Source: an optimization exercise on an open RTL-to-GDS flow (aim: small area, a short achievable clock period and few clock cycles per item). Production flows keep margins and buffers that such runs may drop.
Only simulation tests tie the RTL to the original design; equivalence was not proved.
Power and IR drop assume default switching activity.

## flow/constraint.sdc

```tcl
create_clock -name core_clock -period 7.5 [get_ports {clk}]
set_input_delay 1.5000 -clock core_clock [delete_from_list [all_inputs] [get_ports {clk}]]
set_output_delay 1.5000 -clock core_clock [all_outputs]
set_load 0.01 [all_outputs]
```

## flow/design.v

```verilog
`timescale 1ns/1ps
module rtype_core (
    input  logic        clk,
    input  logic        rst,
    input  logic        instr_valid,
    input  logic [31:0] instruction,
    input  logic        host_we,
    input  logic [4:0]  host_addr,
    input  logic [31:0] host_data,
    input  logic [4:0]  dbg_addr,
    output logic        busy,
    output logic        exc_valid,
    output logic [3:0]  exc_code,
    output logic [31:0] dbg_data,
    output logic [31:0] hi,
    output logic [31:0] lo
);
    localparam int MW = 8;           
    function automatic logic [34:0] add34(input logic [33:0] a, input logic [33:0] b,
                                          input logic cin);
        logic [33:0] g, p, gg, pp;
        g  = a & b;
        p  = a ^ b;
        gg = g;
        pp = p;
        gg[0] = g[0] | (p[0] & cin);
        for (int d = 1; d < 34; d = d * 2) begin
            for (int i = 33; i >= d; i--) begin
                gg[i] = gg[i] | (pp[i] & gg[i-d]);
                pp[i] = pp[i] & pp[i-d];
            end
        end
        add34 = {gg[33], p ^ {gg[32:0], cin}};
    endfunction
    function automatic logic [4:0] clz32(input logic [31:0] x);
        logic [15:0] y16;
        logic [7:0]  y8;
        logic [3:0]  y4;
        logic [1:0]  y2;
        logic        z16, z8, z4, z2;
        z16 = ~|x[31:16];
        y16 = z16 ? x[15:0] : x[31:16];
        z8  = ~|y16[15:8];
        y8  = z8 ? y16[7:0] : y16[15:8];
        z4  = ~|y8[7:4];
        y4  = z4 ? y8[3:0] : y8[7:4];
        z2  = ~|y4[3:2];
        y2  = z2 ? y4[1:0] : y4[3:2];
        clz32 = {z16, z8, z4, z2, ~y2[1]};
    endfunction
    function automatic logic [31:0] rf_read(input logic [31:0][31:0] m, input logic [4:0] a);
        logic [31:0] oh, y;
        oh = 32'd1 << a;
        y  = '0;
        for (int i = 1; i < 32; i++) y = y | (m[i] & {32{oh[i]}});
        rf_read = y;
    endfunction
    logic [5:0] funct;
    logic [4:0] rs_a, rt_a, rd_a, shamt;
    logic       f_sll, f_addu, f_mfhi, f_mflo, f_mthi, f_mtlo, f_mul, f_div, f_sys;
    logic       f_wr, f_exc, accept;
    assign funct  = instruction[5:0];
    assign rs_a   = instruction[25:21];
    assign rt_a   = instruction[20:16];
    assign rd_a   = instruction[15:11];
    assign shamt  = instruction[10:6];
    assign f_sll  = funct == 6'd0;
    assign f_addu = funct == 6'd33;
    assign f_mfhi = funct == 6'd16;
    assign f_mflo = funct == 6'd18;
    assign f_mthi = funct == 6'd17;
    assign f_mtlo = funct == 6'd19;
    assign f_mul  = funct == 6'd25;
    assign f_div  = funct == 6'd27;
    assign f_sys  = funct == 6'd12;
    assign f_wr   = f_sll | f_addu | f_mfhi | f_mflo;
    assign f_exc  = ~(f_wr | f_mthi | f_mtlo | f_mul | f_div);
    assign accept = instr_valid & ~busy;
    logic        e_wr;              
    logic        e_add, e_sll, e_mfhi, e_mul, e_div;
    logic [4:0]  e_rd, e_sh;
    logic [31:0] ea;                
    logic [32:0] eb;                
    logic [MW-1:0] mch;             
    logic [31:0] e_res;
    logic [31:0] hi_q, lo_q;
    logic [31:0][31:0] rf;
    logic [31:0]       rs_v, rt_v, hd;
    assign hd = host_data & {32{~rst}};
    assign rf[0] = '0;
    for (genvar i = 1; i < 32; i++) begin : g_rf
        logic [31:0] r;
        logic        wh, hh;
        assign hh = host_we & (host_addr == 5'(i));
        assign wh = e_wr & (e_rd == 5'(i));
        logic hs, ws, ks;
        assign hs = hh | rst;
        assign ws = wh & ~hs;
        assign ks = ~hs & ~wh;
        always_ff @(posedge clk) begin
            r <= ({32{hs}} & hd) | ({32{ws}} & e_res) | ({32{ks}} & r);
        end
        assign rf[i] = r;
    end
    assign rs_v     = (e_wr && e_rd == rs_a)     ? e_res : rf_read(rf, rs_a);
    assign rt_v     = (e_wr && e_rd == rt_a)     ? e_res : rf_read(rf, rt_a);
    assign dbg_data = (e_wr && e_rd == dbg_addr) ? e_res : rf_read(rf, dbg_addr);
    logic [34:0] sum35;
    assign sum35 = add34({2'b0, ea}, {2'b0, eb[31:0]}, 1'b0);
    always_comb begin
        if (e_add)       e_res = sum35[31:0];
        else if (e_sll)  e_res = eb[31:0] << e_sh;
        else if (e_mfhi) e_res = hi_q;
        else             e_res = lo_q;
    end
    logic        md_run;            
    logic        md_div;            
    logic [4:0]  cnt;               
    logic        ea_z, eb_z, ea_lt, m_go, d_go, dz_fix;
    logic [34:0] cmp;
    assign ea_z   = ea == 32'd0;
    assign eb_z   = eb[31:0] == 32'd0;
    assign cmp    = add34({2'b0, ea}, ~{2'b0, eb[31:0]}, 1'b1);
    assign ea_lt  = cmp[33];
    assign m_go   = e_mul & ~ea_z & ~eb_z;
    assign d_go   = e_div & ~eb_z & ~ea_lt;
    assign dz_fix = e_div & eb_z;
    assign busy = md_run | m_go | d_go;
    logic [4:0]  dsh;
    assign dsh = (clz32(eb[31:0]) - clz32(ea)) | 5'd1;
    logic [63:0] mprod;
    assign mprod = {hi_q[23:0], lo_q, 8'd0} + 64'(ea * mch);
    logic [31:0] mul_b;
    logic [1:0]  mul_n;
    always_comb begin
        if (rt_v[31:24] != 8'd0)      begin mul_b = rt_v;         mul_n = 2'd3; end
        else if (rt_v[23:16] != 8'd0) begin mul_b = rt_v << 8;    mul_n = 2'd2; end
        else if (rt_v[15:8] != 8'd0)  begin mul_b = rt_v << 16;   mul_n = 2'd1; end
        else                          begin mul_b = rt_v << 24;   mul_n = 2'd0; end
    end
    logic [34:0] c1, c2, c3;
    logic [33:0] cx, cy, cz, cm;
    logic        ok1, ok2, ok3;
    logic [31:0] r2;
    assign c1  = add34({2'b0, hi_q}, ~{1'b0, eb}, 1'b1);
    assign c2  = add34({2'b0, hi_q}, ~{2'b0, eb[32:1]}, 1'b1);
    assign cx  = {2'b0, hi_q};
    assign cy  = ~{1'b0, eb};
    assign cz  = ~{2'b0, eb[32:1]};
    assign cm  = (cx & cy) | (cx & cz) | (cy & cz);
    assign c3  = add34(cx ^ cy ^ cz, {cm[32:0], 1'b1}, 1'b1);
    assign ok1 = ~c1[33];
    assign ok2 = ~c2[33];
    assign ok3 = ~c3[33];
    assign r2  = ok1 ? (ok3 ? c3[31:0] : c1[31:0]) : (ok2 ? c2[31:0] : hi_q);
    always_ff @(posedge clk) begin
        if (rst) begin
            md_run <= 1'b0;
            hi_q   <= '0;
            lo_q   <= '0;
        end else if (md_run) begin
            if (md_div) begin
                hi_q <= r2;
                lo_q <= {lo_q[29:0], ok1, ok1 ? ok3 : ok2};
                eb   <= eb >> 2;
            end else begin
                hi_q <= mprod[63:32];
                lo_q <= mprod[31:0];
                eb   <= eb << 8;
                mch  <= eb[23:16];
            end
            cnt <= cnt - 1'b1;
            if (cnt == '0) md_run <= 1'b0;
        end else begin
            if (m_go) begin
                hi_q <= mprod[63:32];
                lo_q <= mprod[31:0];
                if (cnt != '0) begin
                    eb     <= eb << 8;
                    mch    <= eb[23:16];
                    md_run <= 1'b1;
                    md_div <= 1'b0;
                    cnt    <= cnt - 1'b1;
                end
            end
            if (d_go) begin
                eb     <= eb << dsh;
                md_run <= 1'b1;
                md_div <= 1'b1;
                cnt    <= 5'(dsh >> 1);
            end
            if (dz_fix) lo_q <= '1;
            if (accept) begin
                eb  <= {1'b0, f_mul ? mul_b : rt_v};
                mch <= mul_b[31:24];
                if (f_mul) cnt <= 5'(mul_n);
                if (f_mthi | f_div) hi_q <= rs_v;
                if (f_mtlo)         lo_q <= rs_v;
                if (f_mul) begin
                    hi_q <= '0;
                    lo_q <= '0;
                end
                if (f_div)          lo_q <= '0;
            end
        end
    end
    assign hi = hi_q;
    assign lo = lo_q | {32{dz_fix}};
    always_ff @(posedge clk) begin
        if (rst) begin
            e_wr  <= 1'b0;
            e_mul <= 1'b0;
            e_div <= 1'b0;
        end else begin
            e_wr  <= accept & f_wr & (rd_a != 5'd0);
            e_mul <= accept & f_mul;
            e_div <= accept & f_div;
        end
        if (accept) begin
            e_add  <= f_addu;
            e_sll  <= f_sll;
            e_mfhi <= f_mfhi;
            e_rd   <= rd_a;
            e_sh   <= shamt;
            ea     <= rs_v;
        end
    end
    logic exc_sys;
    always_ff @(posedge clk) begin
        if (rst) exc_valid <= 1'b0;
        else     exc_valid <= accept & f_exc;
        exc_sys <= f_sys;
    end
    assign exc_code = exc_sys ? 4'd8 : 4'd10;
endmodule
```

## flow/run.sh

```bash
#!/bin/bash
# synth_recipe.tcl (not shown) runs the flow's synth.tcl, then flattens the netlist and writes it again
# the make line also repeats each setting of config.mk as NAME=value (left out here)
make -C /OpenROAD-flow-scripts/flow DESIGN_CONFIG=/design/flow/config.mk WORK_HOME=/design/flow/orfs CLKGATE_MAP_FILE= SYNTH_SCRIPT=/design/flow/synth_recipe.tcl finish
```

## flow/config.mk

```make
export PLATFORM = sky130hd
export DESIGN_NAME = rtype_core
export DESIGN_NICKNAME = rtype_core
export VERILOG_FILES = /design/flow/design.v
export SDC_FILE = /design/flow/constraint.sdc
export NUM_CORES = 4
export LEC_CHECK = 0
export CAP_MARGIN = 10
export CELL_PAD_IN_SITES_DETAIL_PLACEMENT = 1
export CELL_PAD_IN_SITES_GLOBAL_PLACEMENT = 2
export CORE_MARGIN = 2
export CORE_UTILIZATION = 25
export PLACE_DENSITY = 0.45
export SETUP_SLACK_MARGIN = 2.5
export SLEW_MARGIN = 10
export TNS_END_PERCENT = 10
```

==> results of run 1 <==
==> critical path: stages (launching register included) <==
cell             delay [ns]
edfxtp_1               0.51
buf_4                  0.19
buf_8                  0.12
buf_6                  0.16
mux4_2                 0.50
mux2_4                 0.32
a32o_1                 0.22
a211oi_2               0.53
a31o_2                 0.47
mux2i_1                0.15
clkdlybuf4s50_1        0.52
==> cells in the mapped netlist, types with 179 or more instances <==
cell type / number
mux2i_1: 179
inv_1: 381
fa_1: 247
a22o_1: 195
a22oi_1: 1057
o221ai_1: 896
nand3_1: 286
a21oi_1: 308
dfxtp_1: 1062
clkbuf_1: 949
nor2_1: 433
ha_1: 233
nand4_1: 213
nand2_1: 1532
o21ai_0: 345
==> layout make-up <==
type / instances / area (um^2)
Multi-Input combinational cell: 7846 / 60610
Clock inverter: 61 / 744.5
Antenna cell: 130 / 325.3
Timing Repair Buffer: 1450 / 14190
Tap cell: 4536 / 5675
Fill cell: 38966 / 227700
Sequential cell: 1154 / 24030
Clock buffer: 225 / 4700
Inverter: 388 / 1535
==> cells by family after synthesis <==
logic type | after synthesis
multiplexers | 259
adder cells (fa/ha/maj) | 480
flip-flops | 1154
AND/OR/NAND/NOR | 3212
other | 2
AO/OA/AOI/OAI | 3719
XOR/XNOR | 172
buffers and inverters | 1444
==> path summary, 6_finish.rpt <==
| check | from | to | slack [ns] | depth (start not counted) |
|---|---|---|---|---|
| worst max-delay path | eb[1]$_DFFE_PP_ | dbg_data[16] | 1.38 | 10 |
| worst min-delay path | g_rf[13].r[13]$_DFF_P_ | g_rf[13].r[13]$_DFF_P_ | 0.54 | 2 |
| worst max register to register | ea[7]$_DFFE_PP_ | hi_q[26]$_SDFFE_PP0P_ | 1.38 | 23 |
| worst min register to register | g_rf[13].r[13]$_DFF_P_ | g_rf[13].r[13]$_DFF_P_ | 0.54 | 2 |
==> power by group <==
group	internal, mW	total, mW	switching [mW]
Combinational	2.60	7.51	4.91
Clock	4.89	8.57	3.68
Sequential	6.30	6.42	0.120
Total	13.8	22.5	8.72
==> stage by stage <==
step | cells | hold slack, ns | area, um^2 | setup WS, ns | utilization [%]
after floorplan | 10443 | 0.4686 | 85590 | 2.023 | -
after global placement | 14905 | 0.5047 | 98170 | 0.05228 | 28.91
after detailed placement | 14906 | 0.5154 | 98190 | 0.05429 | 28.92
after CTS | 15493 | 0.5319 | 108800 | 1.366 | 32.05
after global routing | 15682 | 0.5547 | 111500 | 1.213 | 32.85
final | 15790 | 0.5393 | 111800 | 1.380 | 32.93
==> sequential cells by signal, indices dropped and copies added (netlist names) <==
| register | cells |
|---|---|
| e_mfhi | 1 |
| mch | 8 |
| exc_sys | 1 |
| e_rd | 5 |
| md_run | 1 |
| e_mul | 1 |
| hi_q | 32 |
| eb | 33 |
| lo_q | 32 |
| g_rf.r | 992 |
| ea | 32 |
| md_div | 1 |
| e_add | 1 |
| exc_valid | 1 |
| e_div | 1 |
| e_wr | 1 |
| cnt | 5 |
| e_sll | 1 |
| e_sh | 5 |
==> metal layers <==
layer	up-vias	part of all wire [%]
met4	40	11
met2	10895	41
li1	41634	-
met5	-	0.029
met1	58927	36
met3	3909	12
==> what timing repair did <==
| item | in CTS | in global routing |
|---|---|---|
| endpoints found under the hold margin | 0 | 0 |
| cloned | 11 | 6 |
| resized for setup | 597 | 270 |
| setup endpoints to repair | 235 | 269 |
| setup buffers | 290 | 159 |
| pin swaps | 124 | 140 |
==> flow_metrics.env, run 1 <==
export IMPL_status="no timing/DRC/antenna violations"
export IMPL_setup_viol=0
export IMPL_maxCapViolations=0
export IMPL_min_period_ns=6.120
export IMPL_synth_top_family_by_area="compound AO/OA/AOI/OAI gates"
export IMPL_die_h_um=588.0
export IMPL_clock_sinks=1154
export IMPL_hold_buffers=0
export IMPL_clock_latency_ns=0.98
export IMPL_final_common_cell="nand2_1"
export IMPL_synthesis_instances=10442
export IMPL_grt_pass1_vias=107238
export IMPL_overflow=0
export IMPL_drtIter0Drc=19088
export IMPL_p_per_area_nw_per_um2=201.2
export IMPL_synth_compound_area_share_pct=33.42
export IMPL_place_hpwl_um=590800
export IMPL_synth_xor_area_share_pct=1.767
export IMPL_yosysWarnings=1
export IMPL_die_w_um=588.0
export IMPL_antenna_left=0
export IMPL_dieArea_um2=345800
export IMPL_cts_buffer_depth=4
export IMPL_power_leakage_nw=41.38
export IMPL_drc=0
export IMPL_ir_drop_v=0.0001538
export IMPL_drv_slew=0
export IMPL_fin_crit_sh_pct=81.60
export IMPL_track_usage_pct=49.33
export IMPL_cts_root_buffer="clkbuf_16"
export IMPL_ios=180
export IMPL_final_cell_mix="1492 x nand2_1, 1055 x a22oi_1, 1053 x dfxtp_1, 1008 x buf_4, 895 x o221ai_1"
export IMPL_rsz0062_at_grt="yes"
export IMPL_start_util_pct=25.11
export IMPL_crit_fanout=9
export IMPL_core_area_um2=339500
export IMPL_antenna_found_initial=130
export IMPL_drive_gt1_share_pct=21.30
export IMPL_max_freq_mhz=163.4
export IMPL_wirelength_um=894200
export IMPL_holdCritPathClass="flop to flop"
export IMPL_fin_worst_skew_ns=0.1086
export IMPL_start_kind="flop"
export IMPL_top_usage_layer="met2"
export IMPL_ys_seq_elements=1154
export IMPL_synth_top_area_share_pct=24.93
export IMPL_worstSetupPathType="flop to output pin"
export IMPL_syn_avg_cell_area_um2=8.166
export IMPL_grt_use_met2_pct=70.41
export IMPL_cts_reportedPaths_clkPinSlew_ns=0.06
export IMPL_yosysSeqAreaShare_pct=28.17
export IMPL_synth_area_mux_share_pct=3.532
export IMPL_hold_violations=0
export IMPL_tns_ns=0
export IMPL_nets=11562
export IMPL_grt_pass1_wl_um=1133000
export IMPL_areaGrowthSynthToFinish_pct=31.13
export IMPL_worst_pin_slew_ns=1.474
export IMPL_cts_max_level=4
export IMPL_via_per_inst=7.309
export IMPL_grt_max_degree=54
export IMPL_synth_simple_gate_area_share_pct=17.43
export IMPL_rows=214
export IMPL_cts_buffers=164
export IMPL_wl_per_cell_um=56.63
export IMPL_place_port_buffers=170
export IMPL_gp_congestion=1.058
export IMPL_ys_flop_type="dfxtp_1"
export IMPL_synth_cell_types=101
export IMPL_cp_required_ns=6.00
export IMPL_vias=115405
export IMPL_crit_arrival_ns=4.62
export IMPL_slew_headroom_pct=1.759
export IMPL_syn_area_um2=85270
export IMPL_worst_setup_path_end_kind="output pin"
export IMPL_synth_fa_ha_area_share_pct=9.218
export IMPL_grtUsageMet3_pct=19.30
export IMPL_dr_pass1_iters=9
export IMPL_grtUsageMet1_pct=56.04
export IMPL_synth_top_area_cell="dfxtp_1"
export IMPL_finalPower_mw=22.50
export IMPL_synth_edf_count=92
export IMPL_async_flop_share_pct=0
export IMPL_ys_top_cells_by_area="dfxtp_1 25%, a22oi_1 9.3%, o221ai_1 9.2%, nand2_1 6.7%, fa_1 5.8%"
export IMPL_cts_tree="built"
Testbench counts, summed over its fixed seeds: cycles 6,717, instrs 4,800.
==> inputs of run 2 (changes only) <==
--- a/flow/config.mk
+++ b/flow/config.mk
@@ -9,8 +9,8 @@
 export CELL_PAD_IN_SITES_DETAIL_PLACEMENT = 1
 export CELL_PAD_IN_SITES_GLOBAL_PLACEMENT = 2
 export CORE_MARGIN = 2
-export CORE_UTILIZATION = 25
-export PLACE_DENSITY = 0.45
+export CORE_UTILIZATION = 30
+export PLACE_DENSITY = 0.5
 export SETUP_SLACK_MARGIN = 2.5
 export SLEW_MARGIN = 10
 export TNS_END_PERCENT = 10
==> run 2 against run 1 <==
  * Utilization rose by 5.4 points
  * Die area is 17% lower
  * Setup slack lost 0.23 ns
  * Largest power group unchanged
  * Via count grew 1.7%
  * Critical path depth unchanged
  * Now fails the layout checks on antenna rules, capacitance limit, slew limit
  * Combinational power down 4.5%
  * Sequential share of layout area is 0.68 points higher
  * Sequential power about the same
  * Sequential cell count unchanged
==> flow_metrics.env, run 2 <==
export IMPL_synth_edf_count=92
export IMPL_min_period_ns=6.349
export IMPL_cts_reportedPaths_clkPinSlew_ns=0.07
export IMPL_start_kind="primary input"
export IMPL_syn_area_um2=85270
export IMPL_yosysWarnings=1
export IMPL_nets=11396
export IMPL_track_usage_pct=54.37
export IMPL_grt_pass1_wl_um=1052000
export IMPL_cts_max_level=4
export IMPL_wirelength_um=818200
export IMPL_tns_ns=0
export IMPL_drv_slew=15
export IMPL_ys_flop_type="dfxtp_1"
export IMPL_regArea_um2=24030
export IMPL_cts_root_buffer="clkbuf_16"
export IMPL_crit_fanout=38
export IMPL_synthesis_instances=10442
export IMPL_worst_pin_slew_ns=1.584
export IMPL_max_freq_mhz=157.5
export IMPL_setup_viol=0
export IMPL_cts_tree="built"
export IMPL_clock_latency_ns=0.94
export IMPL_whs_endpoint="g_rf[10].r[8]$_DFF_P_"
export IMPL_synth_top_area_share_pct=24.93
export IMPL_regMostFlops="g_rf.r"
export IMPL_grt_max_degree=62
export IMPL_whs_path_depth=2
export IMPL_ys_seq_elements=1154
export IMPL_areaGrowthSynthToFinish_pct=27.12
export IMPL_crit_arrival_ns=4.85
export IMPL_wl_per_cell_um=54.83
export IMPL_cts_buffer_depth=4
export IMPL_place_port_buffers=170
export IMPL_synth_common_cells="1532 x nand2_1, 1062 x dfxtp_1, 1057 x a22oi_1"
export IMPL_place_hpwl_um=529200
export IMPL_gp_congestion=1.062
export IMPL_vias=117423
export IMPL_slew_headroom_pct=-5.626
export IMPL_final_util_pct=38.36
export IMPL_fin_crit_sh_pct=84.66
export IMPL_core_area_um2=282500
export IMPL_start_util_pct=30.18
export IMPL_ff2ff_setup_slack_ns=1.39
export IMPL_grt_pass1_vias=107265
export IMPL_worst_setup_path_end_kind="output pin"
export IMPL_syn_avg_cell_area_um2=8.166
export IMPL_rsz0062_at_grt="yes"
export IMPL_final_cell_mix="1496 x nand2_1, 1057 x dfxtp_1, 1052 x a22oi_1, 910 x buf_4, 893 x o221ai_1"
export IMPL_synth_cell_types=101
export IMPL_async_flop_share_pct=0
export IMPL_cp_required_ns=6.00
export IMPL_synth_top_area_cell="dfxtp_1"
export IMPL_final_common_cell="nand2_1"
export IMPL_status="finished with violations"
export IMPL_rows=195
export IMPL_clock_sinks=1154
export IMPL_hold_violations=0
export IMPL_hp_start="g_rf[10].r[8]$_DFF_P_"
export IMPL_drive_gt1_share_pct=19.40
export IMPL_fin_worst_skew_ns=0.08486
export IMPL_drtIter0Drc=22155
export IMPL_regToRegEndpoint="hi_q[3]$_SDFFE_PP0P_"
export IMPL_largest_reg_flops=992
export IMPL_cts_buffers=157
export IMPL_dr_pass1_iters=12
export IMPL_p_per_area_nw_per_um2=199.8
export IMPL_synthMostInstantiatedCell="nand2_1"
export IMPL_overflow=0
export IMPL_maxCapViolations=1
export IMPL_holdCritPathClass="flop to flop"
export IMPL_antenna_found_initial=146
export IMPL_die_h_um=537.1
export IMPL_finalPower_mw=21.66
export IMPL_top_regs="g_rf.r x992, eb x33"
export IMPL_ys_top_cells_by_area="dfxtp_1 25%, a22oi_1 9.3%, o221ai_1 9.2%, nand2_1 6.7%, fa_1 5.8%"
export IMPL_dieArea_um2=288500
export IMPL_power_leakage_nw=40.11
export IMPL_ff2ff_path_depth=24
export IMPL_yosysSeqAreaShare_pct=28.17
export IMPL_via_per_inst=7.870
export IMPL_ir_drop_v=0.0001585
export IMPL_multi_input_area_um2=60180
export IMPL_antenna_left=1
export IMPL_timing_rr_start="ea[16]$_DFFE_PP_"
export IMPL_so_violations="antenna rules, capacitance limit, slew limit"
export IMPL_die_w_um=537.1
export IMPL_num_fill_cells=32352
export IMPL_drc=0
export IMPL_worstSetupPathType="primary input to output pin"
export IMPL_hold_buffers=0
export IMPL_ios=180
[run 2: cell counts after synthesis]
Identical to the previous run, type by type.
[run 2: worst max-delay path by stage]
| stage | start | to | slack [ns] | cells past startpoint |
|---|---|---|---|---|
| after detailed placement | instruction[16] | mch[5]$_DFFE_PP_ | 0.47 | 15 |
| final | dbg_addr[3] | dbg_data[9] | 1.15 | 10 |
| after floorplan | mch[1]$_DFFE_PP_ | hi_q[27]$_SDFFE_PP0P_ | 2.02 | 22 |
| after global placement | instruction[16] | mch[5]$_DFFE_PP_ | 0.44 | 15 |
| after CTS | mch[4]$_DFFE_PP_ | hi_q[27]$_SDFFE_PP0P_ | 1.47 | 24 |
| after global routing | mch[4]$_DFFE_PP_ | hi_q[27]$_SDFFE_PP0P_ | 1.24 | 24 |
[run 2: power by group]
group | switching [mW] | internal [mW] | total, mW | leakage (nW)
Combinational | 4.78 | 2.39 | 7.17 | 28.1
Clock | 3.51 | 4.55 | 8.07 | 2.53
Sequential | 0.125 | 6.30 | 6.42 | 9.50
[run 2: final cells by class]
cell class | instances | area share [%]
antenna | 218 | 0.5033
timing repair buffer | 1290 | 11.31
tap | 3743 | 4.321
multi-input combinational | 7847 | 55.52
clock inverter | 60 | 0.5714
inverter | 388 | 1.397
sequential | 1154 | 22.17
clock buffer | 221 | 4.202
[run 2: critical path, cell delays in order]
cell and delay (ns):
clkdlybuf4s15_1 0.38, or3b_4 0.56, buf_4 0.17, nor2_4 0.09
buf_12 0.37, a22oi_1 0.20, nand4_1 0.16, nor4_1 0.08
mux2i_2 0.46, clkdlybuf4s50_1 0.65
[run 2: timing repair]
item / CTS / global route
endpoints found under the setup margin: 248 / 220
setup buffers: 250 / 128
pin swaps: 128 / 115
gates resized for setup: 407 / 239
gates cloned: 4 / 6
[run 2: stage by stage]
step	std cells	area, um^2	worst slack (ns)	hold WS, ns
detailed placement	14030	96330	0.4691	0.5136
global route	14745	107900	1.240	0.5544
global placement	14030	96330	0.4360	0.5017
floorplan	10443	85590	2.023	0.4686
CTS	14565	105500	1.467	0.5291
finish	14921	108400	1.151	0.5316
[run 2: cells by family (layout without fill, tap and decap cells)]
family                   Yosys count  after routing  share of synthesized area, %
AO/OA/AOI/OAI                   3719           3719                         33.42
XOR/XNOR                         172            173                         1.767
adder cells (fa/ha/maj)          480            480                         9.218
buffers and inverters           1444           1959                         6.445
flip-flops                      1154           1154                         28.17
multiplexers                     259            259                         3.532
other                              2            221                      0.008808
AND/OR/NAND/NOR                 3212           3213                         17.43
[run 2: per-layer routing]
layer | GRT usage [%] | routed length [um]
met1 | 58.65 | 281100
met4 | 51.30 | 96750
met3 | 29.96 | 117500
met2 | 74.23 | 322000
met5 | 4.474 | 853
==> inputs of run 3 (changes only) <==
==> flow/config.mk (replaced) <==
export PLATFORM = sky130hd
export DESIGN_NAME = rtype_core
export DESIGN_NICKNAME = rtype_core
export VERILOG_FILES = /design/flow/design.v
export SDC_FILE = /design/flow/constraint.sdc
export NUM_CORES = 4
export LEC_CHECK = 0
export CAP_MARGIN = 5
export CELL_PAD_IN_SITES_DETAIL_PLACEMENT = 1
export CELL_PAD_IN_SITES_GLOBAL_PLACEMENT = 2
export CORE_MARGIN = 2
export CORE_UTILIZATION = 25
export PLACE_DENSITY = 0.45
export SETUP_SLACK_MARGIN = 2.5
export SLEW_MARGIN = 5
export TNS_END_PERCENT = 5
==> run 3 against run 2 <==
  * Fails layout checks on capacitance limit, slew limit
  * Critical path type is now flop to output pin
  * Setup slack lost 0.15 ns
  * Critical endpoint is now dbg_data[0]
  * Via count shrank 0.88%
  * Sequential share of layout area shrank 0.23 points
  * Register-to-register slack lost 0.13 ns
==> flow_metrics.env, run 3 <==
export IMPL_status="finished with violations"
export IMPL_so_violations="capacitance limit, slew limit"
export IMPL_multi_input_area_um2=59850
export IMPL_overflow=0
export IMPL_critical_path_cell_chain="xor2_1 -> nor4_1 -> nand3_4 -> buf_4 -> mux2i_2 -> clkdlybuf4s50_1"
export IMPL_ys_seq_elements=1154
export IMPL_synth_cell_types=101
export IMPL_worst_setup_path_end_kind="output pin"
export IMPL_largest_reg_flops=992
export IMPL_crit_fanout=10
export IMPL_drtIter0Drc=18908
export IMPL_start_kind="flop"
export IMPL_p_per_area_nw_per_um2=202.7
export IMPL_max_freq_mhz=153.8
export IMPL_power_leakage_nw=40.54
export IMPL_synth_common_cells="1532 x nand2_1, 1062 x dfxtp_1, 1057 x a22oi_1"
export IMPL_rows=214
export IMPL_gp_congestion=1.043
export IMPL_syn_area_um2=85270
export IMPL_dp_cells=14970
export IMPL_cts_tree="built"
export IMPL_intPower_mw=13.62
export IMPL_grt_max_degree=52
export IMPL_hold_violations=0
export IMPL_async_flop_share_pct=0
export IMPL_yosysSeqAreaShare_pct=28.17
export IMPL_slew_headroom_pct=-3.863
export IMPL_antenna_left=0
export IMPL_worstSetupPathType="flop to output pin"
export IMPL_path_delay_family="buffers and inverters"
export IMPL_ir_drop_v=0.0001536
export IMPL_drv_slew=23
export IMPL_fin_worst_skew_ns=0.08986
export IMPL_nets=11440
export IMPL_place_port_buffers=170
export IMPL_cts_max_level=4
export IMPL_finalPower_mw=22.20
export IMPL_holdCritPathClass="flop to flop"
export IMPL_drive_gt1_share_pct=19.36
export IMPL_max_stage_delay_ns=1.14
export IMPL_p_sw_mw=8.587
export IMPL_track_usage_pct=49.62
export IMPL_wirelength_um=897100
export IMPL_place_hpwl_um=601700
export IMPL_pwr_share_comb_pct=31.2
export IMPL_syn_avg_cell_area_um2=8.166
export IMPL_vias=116394
export IMPL_synthMostInstantiatedCell="nand2_1"
export IMPL_dieArea_um2=345800
export IMPL_ys_top_cells_by_area="dfxtp_1 25%, a22oi_1 9.3%, o221ai_1 9.2%, nand2_1 6.7%, fa_1 5.8%"
export IMPL_via_per_inst=7.406
export IMPL_die_h_um=588.0
export IMPL_hold_buffers=0
export IMPL_seq_power_share_pct=29.0
export IMPL_cts_reportedPaths_clkPinSlew_ns=0.06
export IMPL_ios=180
export IMPL_worst_pin_slew_ns=1.558
export IMPL_top_regs="g_rf.r x992, eb x33"
export IMPL_rsz0062_at_grt="yes"
export IMPL_core_area_um2=339500
export IMPL_min_period_ns=6.501
export IMPL_areaGrowthSynthToFinish_pct=28.45
export IMPL_cts_buffer_depth=4
export IMPL_dp_worst_setup_slack_ns=-0.1318
export IMPL_wl_per_cell_um=57.08
export IMPL_yosysWarnings=1
export IMPL_ys_flop_type="dfxtp_1"
export IMPL_final_cell_mix="1501 x nand2_1, 1057 x a22oi_1, 1055 x dfxtp_1, 965 x buf_4, 896 x o221ai_1"
export IMPL_timing_hold_ws_ns=0.5358
export IMPL_cts_buffers=165
export IMPL_regArea_um2=24030
export IMPL_tns_ns=0
export IMPL_crit_buf_inv=2
export IMPL_synth_edf_count=92
export IMPL_place_area_um2=98510
export IMPL_synth_top_area_share_pct=24.93
export IMPL_start_util_pct=25.11
export IMPL_crit_slowest_cell="edfxtp_1"
export IMPL_dr_pass1_iters=9
export IMPL_antenna_found_initial=142
export IMPL_final_util_pct=32.26
export IMPL_clock_sinks=1154
export IMPL_grt_pass1_vias=107685
export IMPL_design_area_um2=109500
export IMPL_final_common_cell="nand2_1"
export IMPL_synth_top_area_cell="dfxtp_1"
export IMPL_grt_pass1_wl_um=1140000
export IMPL_crit_arrival_ns=5.00
export IMPL_num_fill_cells=39106
export IMPL_worst_slack_ns=0.9993
export IMPL_synthesis_instances=10442
export IMPL_sw_frac_of_total_pct=38.68
export IMPL_clockPowerShare_pct=39.8
export IMPL_fin_crit_sh_pct=86.68
export IMPL_cts_root_buffer="clkbuf_16"
export IMPL_die_w_um=588.0
export IMPL_setup_viol=0
export IMPL_cp_required_ns=6.00
export IMPL_instances_no_fill=15716
export IMPL_drc=0
export IMPL_maxCapViolations=2
export IMPL_regMostFlops="g_rf.r"
export IMPL_clock_latency_ns=0.95
[run 3: cell types whose count changed in the layout (fill, tap and decap cells not counted), moves of 9 or more]
cell,before,now
mux2i_1,149,158
o21ai_0,310,320
a21oi_1,268,277
diode_2,218,170
ha_1,184,193
buf_4,910,965
bufinv_16,9,18
[run 3: routing by layer]
metal  GRT usage (%)  up-vias  wire length, um
met5          0.9031        -              773
met4           44.71       54            96190
met3           21.15     4041           111100
met2           69.83    11446           364000
met1           56.67    59410           325000
li1                -    41443                -
[run 3: cells by family (layout without fill, tap and decap cells)]
group	after synthesis	in the layout	synth area share, %
adders and majority gates	480	480	9.218
xor gates and xnor gates	172	172	1.767
muxes	259	259	3.532
AOI/OAI and AO/OA	3719	3719	33.42
DFF	1154	1154	28.17
buffers and inverters	1444	2011	6.445
other	2	173	0.008808
and+or+nand+nor	3212	3212	17.43
[run 3: final timing paths]
| check | slack (ns) | cells past startpoint | end | from |
|---|---|---|---|---|
| max | 1.0 | 6 | dbg_data[0] | e_rd[4]$_DFFE_PP_ |
| min | 0.54 | 2 | g_rf[11].r[3]$_DFF_P_ | g_rf[11].r[3]$_DFF_P_ |
| max reg2reg | 1.26 | 24 | hi_q[23]$_SDFFE_PP0P_ | ea[9]$_DFFE_PP_ |
| min reg2reg | 0.54 | 2 | g_rf[11].r[3]$_DFF_P_ | g_rf[11].r[3]$_DFF_P_ |
[run 3: timing repair]
action	4_1_cts	5_1_grt
gates cloned	2	2
pin swaps	83	78
gates resized for setup	358	193
endpoints found under the setup margin	267	250
setup buffers	168	107
[run 3: worst reg2reg max path, cell delays in order (launching register included)]
cell	delay [ns]
edfxtp_1	0.50
buf_12	0.20
and2_1	0.20
fa_2	0.52
inv_1	0.05
fa_2	0.53
fa_1	0.40
inv_1	0.08
fa_1	0.47
ha_4	0.31
and4_4	0.25
nand3_4	0.09
a211oi_4	0.35
o211ai_1	0.18
a2bb2oi_2	0.23
buf_6	0.16
a41oi_4	0.14
buf_12	0.17
o21ai_4	0.13
buf_6	0.15
and3_4	0.20
xor2_2	0.16
nor2_1	0.06
or3_1	0.36
a311oi_2	0.26
[run 3: layout make-up]
class                           count  share of cell area, %
Tap cell                         4536                  5.182
Timing Repair Buffer             1328                  11.26
Clock inverter                     67                 0.8100
Clock buffer                      228                  4.402
Antenna cell                      170                 0.3884
Multi-Input combinational cell   7845                  54.65
Sequential cell                  1154                  21.94
Inverter                          388                  1.364
[run 3: power groups by stage]
stage                     registers, mW  clock network, mW  logic, mW
after detailed placement           6.62                  0       5.88
final                              6.44               8.83       6.93
after global placement             6.62                  0       5.86
after floorplan                    6.50                  0       3.10
after CTS                          6.44               8.78       6.36
after global routing               6.44               8.99       7.12

[re-timing with driven ports]
The flow's constraints put no driver on any port. The routed layouts listed below were extracted and timed again, unchanged, in two steps.
Step 1 sets driving cells, clkbuf_16 on the clock port and buf_2 on the other inputs (assumed; they add their load-dependent delay and slew).
Step 2 moves the port delays by t, midway between the first and last clock arrival at a register: inputs arrive t later, outputs are due t later. That takes back most of the time a late clock gives input paths.
a / b / c = no drivers / after step 1 / after step 2; a / b = the first two.
run | t (ns) | setup WS [ns] | hold slack, ns
run 1 | 1.056 | 1.380 / 1.245 / 0.588 | 0.539 / 0.539 / 0.539
run 2 | 1.010 | 1.151 / 1.039 / 0.638 | 0.532 / 0.532 / 0.532
run 3 | 1.035 | 0.999 / 0.873 / 0.222 | 0.536 / 0.536 / 0.536
For run 1, which loses most, drivers alone change the setup slack by -0.135 ns; drivers and shift together by -0.792 ns.
